Background: an optimization exercise with open tools, aiming at small area. Do not read the settings as production practice.
Only simulation tests tie the RTL to the original design; equivalence was not proved.
Power is estimated from default activity; no workload was simulated. No driver is modelled on the clock port, so clocking that relies on it looks cheaper here than on a real chip.

==> flow/design.v <==
package pePkg;
  localparam int DATA_WIDTH = 8;
  localparam logic [DATA_WIDTH-1:0] LAYER_MAX_POOL = DATA_WIDTH'(2);
  localparam logic [DATA_WIDTH-1:0] LAYER_RELU = DATA_WIDTH'(3);
endpackage
module featureBuffer #(
  parameter int BUFFER_DEPTH = 256
) (
  input logic clock,
  input logic writeEnable,
  input logic [7:0] writeAddress,
  input logic [pePkg::DATA_WIDTH-1:0] writeData,
  input logic [7:0] readAddress,
  output logic [pePkg::DATA_WIDTH-1:0] readData
);
  localparam int DW = pePkg::DATA_WIDTH;
  localparam int GROUPS = 85;
  logic [DW-1:0] storage [256];
  logic [15:0] readRowN, readColN, writeRowN, writeColN;
  logic [255:0] readSelect, writeSelect;
  always_comb begin
    for (int j = 0; j < 16; j++) begin
      readRowN[j] = readAddress[7:4] != 4'(j);
      readColN[j] = readAddress[3:0] != 4'(j);
      writeRowN[j] = !(writeEnable && (writeAddress[7:4] == 4'(j)));
      writeColN[j] = writeAddress[3:0] != 4'(j);
    end
  end
  for (genvar i = 0; i < 256; i++) begin : g_word
    peNor2 u_readSelect (.a(readRowN[i / 16]), .b(readColN[i % 16]), .y(readSelect[i]));
    peNor2 u_writeSelect (.a(writeRowN[i / 16]), .b(writeColN[i % 16]), .y(writeSelect[i]));
    always_ff @(posedge clock) begin
      if (writeSelect[i]) begin
        storage[i] <= writeData;
      end
    end
  end
  for (genvar b = 0; b < DW; b++) begin : g_bit
    logic [GROUPS:0] termN;
    logic [21:0] level1;
    logic [10:0] level2N;
    logic [2:0] level3;
    for (genvar g = 0; g < GROUPS; g++) begin : g_group
      peAoi222 u_aoi (
        .a0(readSelect[3 * g]), .b0(storage[3 * g][b]),
        .a1(readSelect[3 * g + 1]), .b1(storage[3 * g + 1][b]),
        .a2(readSelect[3 * g + 2]), .b2(storage[3 * g + 2][b]),
        .y(termN[g])
      );
    end
    peNand2 u_last (.a(readSelect[255]), .b(storage[255][b]), .y(termN[GROUPS]));
    for (genvar g = 0; g < 21; g++) begin : g_l1
      peNand4 u_n (.a(termN[4 * g]), .b(termN[4 * g + 1]), .c(termN[4 * g + 2]),
                   .d(termN[4 * g + 3]), .y(level1[g]));
    end
    peNand2 u_l1 (.a(termN[84]), .b(termN[85]), .y(level1[21]));
    for (genvar g = 0; g < 11; g++) begin : g_l2
      peNor2 u_n (.a(level1[2 * g]), .b(level1[2 * g + 1]), .y(level2N[g]));
    end
    peNand4 u_l3a (.a(level2N[0]), .b(level2N[1]), .c(level2N[2]), .d(level2N[3]),
                   .y(level3[0]));
    peNand4 u_l3b (.a(level2N[4]), .b(level2N[5]), .c(level2N[6]), .d(level2N[7]),
                   .y(level3[1]));
    peNand3 u_l3c (.a(level2N[8]), .b(level2N[9]), .c(level2N[10]), .y(level3[2]));
    assign readData[b] = |level3;
  end
endmodule
module peAoi222 (
  input logic a0, b0, a1, b1, a2, b2,
  output logic y
);
  assign y = ~((a0 & b0) | (a1 & b1) | (a2 & b2));
endmodule
module peNand2 (input logic a, b, output logic y);
  assign y = ~(a & b);
endmodule
module peNand3 (input logic a, b, c, output logic y);
  assign y = ~(a & b & c);
endmodule
module peNand4 (input logic a, b, c, d, output logic y);
  assign y = ~(a & b & c & d);
endmodule
module peNor2 (input logic a, b, output logic y);
  assign y = ~(a | b);
endmodule
module featureEngine (
  input logic first,
  input logic isRelu,
  input logic [pePkg::DATA_WIDTH-1:0] readData,
  input logic [pePkg::DATA_WIDTH-1:0] runningMax,
  output logic [pePkg::DATA_WIDTH-1:0] maxNext
);
  logic signed [pePkg::DATA_WIDTH-1:0] base;
  logic signed [pePkg::DATA_WIDTH-1:0] data;
  assign base = first ? {~isRelu, {(pePkg::DATA_WIDTH - 1){1'b0}}} : runningMax;
  assign data = readData;
  assign maxNext = (data > base) ? data : base;
endmodule
module dnnProcessingElement #(
  parameter int BUFFER_DEPTH = 256,
  parameter int GAP_CYCLES = 11
) (
  input logic clock,
  input logic reset,
  input logic [pePkg::DATA_WIDTH-1:0] dataIn,
  input logic isNewData,
  input logic isBusy,
  output logic [pePkg::DATA_WIDTH-1:0] dataOut,
  output logic doTransmit
);
  localparam int DW = pePkg::DATA_WIDTH;
  localparam int AW = $clog2(BUFFER_DEPTH);
  typedef enum logic [2:0] {
    stateIdle,
    stateHeader,
    stateLoad,
    stateEngine,
    stateDelay,
    stateSend
  } peState;
  peState state;
  logic isRelu;
  logic lastNewData;
  logic newByte;
  logic [DW-1:0] hC, hP, hQ, hR, hS, hX;
  logic [DW-1:0] cs, cr, cq, cp, cc;
  logic [DW-1:0] sInc, rInc, qInc, pInc, cInc;
  logic sEnd, rEnd, qEnd, pEnd, cEnd;
  logic [AW-1:0] rowBase, winBase, pBase;
  logic [AW-1:0] rowLen, rowStep;
  logic [AW-1:0] writeIndex;
  logic [AW-1:0] writeNext;
  logic [AW-1:0] readAddress;
  logic [AW-1:0] opA, opB, sum;
  logic [DW-1:0] readData;
  logic [DW-1:0] runningMax;
  logic [DW-1:0] maxNext;
  logic loading, engine;
  logic writeEnable;
  logic [DW-1:0] writeData;
  logic sendNow;
  assign newByte = isNewData != lastNewData;
  assign loading = state == stateLoad;
  assign engine = state == stateEngine;
  assign sInc = cs + 1'b1;
  assign rInc = cr + 1'b1;
  assign qInc = cq + 1'b1;
  assign pInc = cp + 1'b1;
  assign cInc = cc + 1'b1;
  assign qEnd = qInc == hQ;
  assign pEnd = pInc == hP;
  assign cEnd = cInc == hC;
  assign sEnd = sInc == ((loading && !qEnd) ? hX : hS);
  assign rEnd = rInc == ((loading && !pEnd) ? pBase : hR);
  assign readAddress = rowBase + cs;
  assign writeNext = writeIndex + 1'b1;
  always_comb begin
    opA = rowBase;
    opB = AW'(1);
    if (engine) begin
      if (!rEnd) begin
        opB = rowLen;
      end else if (!qEnd) begin
        opA = winBase;
        opB = hX;
      end else if (!pEnd) begin
        opA = pBase;
        opB = rowStep;
      end else begin
        opA = readAddress;
      end
    end
  end
  assign sum = opA + opB;
  featureEngine u_featureEngine (
    .first((cs == '0) && (cr == '0)),
    .isRelu(isRelu),
    .readData(readData),
    .runningMax(runningMax),
    .maxNext(maxNext)
  );
  assign writeEnable = (loading && newByte) || (engine && sEnd && rEnd);
  assign writeData = loading ? dataIn : maxNext;
  featureBuffer #(
    .BUFFER_DEPTH(BUFFER_DEPTH)
  ) u_featureBuffer (
    .clock(clock),
    .writeEnable(writeEnable),
    .writeAddress(writeIndex),
    .writeData(writeData),
    .readAddress(readAddress),
    .readData(readData)
  );
  assign sendNow = (state == stateSend) && !isBusy && (cq[3:0] == 4'(GAP_CYCLES - 1));
  always_ff @(posedge clock) begin
    lastNewData <= isNewData;
    runningMax <= maxNext;
  end
  always_ff @(posedge clock) begin
    if (reset) begin
      dataOut <= '0;
      doTransmit <= 1'b0;
    end else begin
      doTransmit <= sendNow;
      if (sendNow) begin
        dataOut <= readData;
      end
    end
  end
  always_ff @(posedge clock) begin
    if (reset) begin
      state <= stateIdle;
    end else begin
      case (state)
        stateIdle: begin
          if (newByte) begin
            cs <= '0;
            if (dataIn == pePkg::LAYER_MAX_POOL) begin
              isRelu <= 1'b0;
              state <= stateHeader;
            end else if (dataIn == pePkg::LAYER_RELU) begin
              isRelu <= 1'b1;
              hR <= 8'd1;
              hS <= 8'd1;
              hX <= 8'd1;
              pBase <= 8'd1;
              state <= stateHeader;
            end
          end
        end
        stateHeader: begin
          if (newByte) begin
            case (cs[2:0])
              3'd0: hC <= dataIn;
              3'd1: hP <= dataIn;
              3'd2: hQ <= dataIn;
              3'd3: hR <= dataIn;
              3'd4: hS <= dataIn;
              3'd5: hX <= dataIn;
              default: pBase <= dataIn;
            endcase
            cs <= sInc;
            if (cs[2:0] == (isRelu ? 3'd2 : 3'd6)) begin
              state <= stateLoad;
              cs <= '0;
              cr <= '0;
              cq <= '0;
              cp <= '0;
              cc <= '0;
              writeIndex <= '0;
              rowLen <= '0;
              rowStep <= '0;
            end
          end
        end
        stateLoad: begin
          if (newByte) begin
            writeIndex <= writeNext;
            if (!sEnd) begin
              cs <= sInc;
            end else begin
              cs <= '0;
              if (!qEnd) begin
                cq <= qInc;
              end else begin
                cq <= '0;
                if (rowLen == '0) begin
                  rowLen <= writeNext;
                end
                if (!rEnd) begin
                  cr <= rInc;
                end else begin
                  cr <= '0;
                  if (!pEnd) begin
                    cp <= pInc;
                    if (rowStep == '0) begin
                      rowStep <= writeNext;
                    end
                  end else begin
                    cp <= '0;
                    if (!cEnd) begin
                      cc <= cInc;
                    end else begin
                      cc <= '0;
                      state <= stateEngine;
                      writeIndex <= '0;
                      rowBase <= '0;
                      winBase <= '0;
                      pBase <= '0;
                    end
                  end
                end
              end
            end
          end
        end
        stateEngine: begin
          if (sEnd && rEnd) begin
            writeIndex <= writeNext;
          end
          if (!sEnd) begin
            cs <= sInc;
          end else begin
            cs <= '0;
            if (!rEnd) begin
              cr <= rInc;
              rowBase <= sum;
            end else begin
              cr <= '0;
              if (!qEnd) begin
                cq <= qInc;
                rowBase <= sum;
                winBase <= sum;
              end else begin
                cq <= '0;
                if (!pEnd) begin
                  cp <= pInc;
                  rowBase <= sum;
                  winBase <= sum;
                  pBase <= sum;
                end else begin
                  cp <= '0;
                  if (!cEnd) begin
                    cc <= cInc;
                    rowBase <= sum;
                    winBase <= sum;
                    pBase <= sum;
                  end else begin
                    cc <= '0;
                    rowBase <= '0;
                    state <= stateDelay;
                  end
                end
              end
            end
          end
        end
        stateDelay: begin
          cq <= qInc;
          if (cq[3:0] == (isRelu ? 4'd3 : 4'd4)) begin
            cq <= '0;
            state <= stateSend;
          end
        end
        stateSend: begin
          if (!isBusy) begin
            cq <= qInc;
          end
          if (sendNow) begin
            cq <= '0;
            rowBase <= sum;
            if (sum == writeIndex) begin
              state <= stateIdle;
            end
          end
        end
        default: begin
          state <= stateIdle;
        end
      endcase
    end
  end
endmodule
export LEC_CHECK = 0
export CAP_MARGIN = 20
export CORE_MARGIN = 2
export CORE_UTILIZATION = 40
export CTS_BUF_LIST = sky130_fd_sc_hd__clkbuf_16
export CTS_CLUSTER_DIAMETER = 80
export CTS_CLUSTER_SIZE = 22
export SLEW_MARGIN = 20
export SYNTH_HIERARCHICAL = 1
export SYNTH_MINIMUM_KEEP_SIZE = 0
create_clock -name core_clock -period 14.0 [get_ports {clock}]
run.sh (not shown) runs the stock make flow with config.mk's settings and CLKGATE_MAP_FILE= SYNTH_SCRIPT=/design/flow/synth_recipe.tcl, a recipe that flattens the netlist after the stock synthesis.
The first run produced a clean layout.
==> next run, changes <==
Settings changed: CORE_UTILIZATION 40 to 55, CTS_CLUSTER_DIAMETER 80 to 100, CTS_CLUSTER_SIZE 22 to 30.
Die area decreases by a quarter to a third.
Setup slack got worse by 21 ps.
Cell count decreases by roughly a tenth.
Maximum frequency barely changes.
Worst hold slack improved by 19 ps.
First-iteration DRC count decreases by a few percent.
Via count decreases slightly.
==> next run, changes <==
==> flow/flow/run.sh (new file) <==
#!/bin/bash
# Standard layout, with the clock tree built from larger sink clusters without
# dummy loads, and power recovery (downsizing off the critical paths) after
# global routing. Synthesis is the standard one, run unchanged.
set -euo pipefail
bash standard.sh synth > make_synth.log 2>&1
bash standard.sh \
  CTS_ARGS="-sink_clustering_enable -repair_clock_nets -sink_clustering_size 30 -sink_clustering_max_diameter 100 -buf_list sky130_fd_sc_hd__clkbuf_16 -dont_use_dummy_load" \
  RECOVER_POWER=100 \
  finish > make_finish.log 2>&1
==> flow/standard.sh (new file) <==
#!/bin/bash
# synth_recipe.tcl (not shown) runs the flow's synth.tcl, then flattens the netlist and writes it again
# the make line also repeats each setting of config.mk as NAME=value (left out here)
make -C /OpenROAD-flow-scripts/flow DESIGN_CONFIG=/design/flow/config.mk WORK_HOME=/design/flow/orfs CLKGATE_MAP_FILE= SYNTH_SCRIPT=/design/flow/synth_recipe.tcl "${@:-finish}"
Settings changed: CORE_UTILIZATION 55 to 40, CTS_BUF_LIST sky130_fd_sc_hd__clkbuf_16 to default, CTS_CLUSTER_DIAMETER 100 to default, CTS_CLUSTER_SIZE 30 to default.
removed: flow/run.sh
After rerunning: The changed run completed, yet does not pass: max-capacitance violations, max-slew violations; cell area went up slightly; setup slack degrades by 1900 ps; fmax went down by about a fifth; die area went up by well over a third; area after synthesis does not change; routed wire length went up slightly; utilization went down by 16 points; sequential power went up slightly; final cell count went up by roughly a tenth.

[port drivers added, routing unchanged]
How much do the figures lean on ideal ports? The routed layouts below were timed once more, with nothing changed but the port constraints.
Step 1 assumes that a clkbuf_16 drives the clock port and a buf_2 every other input.
Step 2 moves the port delays by t, midway between the first and last clock arrival at a register: inputs arrive t later, outputs are due t later. That takes back most of the time a late clock gives input paths.
Slacks: ideal ports / drivers / drivers and shift; pairs: ideal ports / drivers.
run	shift t [ns]	setup WS [ns]	hold WS [ns]	worst data-port slew with drivers (ns)
the first run	0.873	4.288 / 4.288 / 4.288	0.556 / 0.556 / 0.556	0.05
the second run	0.811	4.267 / 4.267 / 4.267	0.576 / 0.576 / 0.576	0.04
the third run	0.829	2.391 / 2.391 / 2.391	0.564 / 0.564 / 0.564	0.06
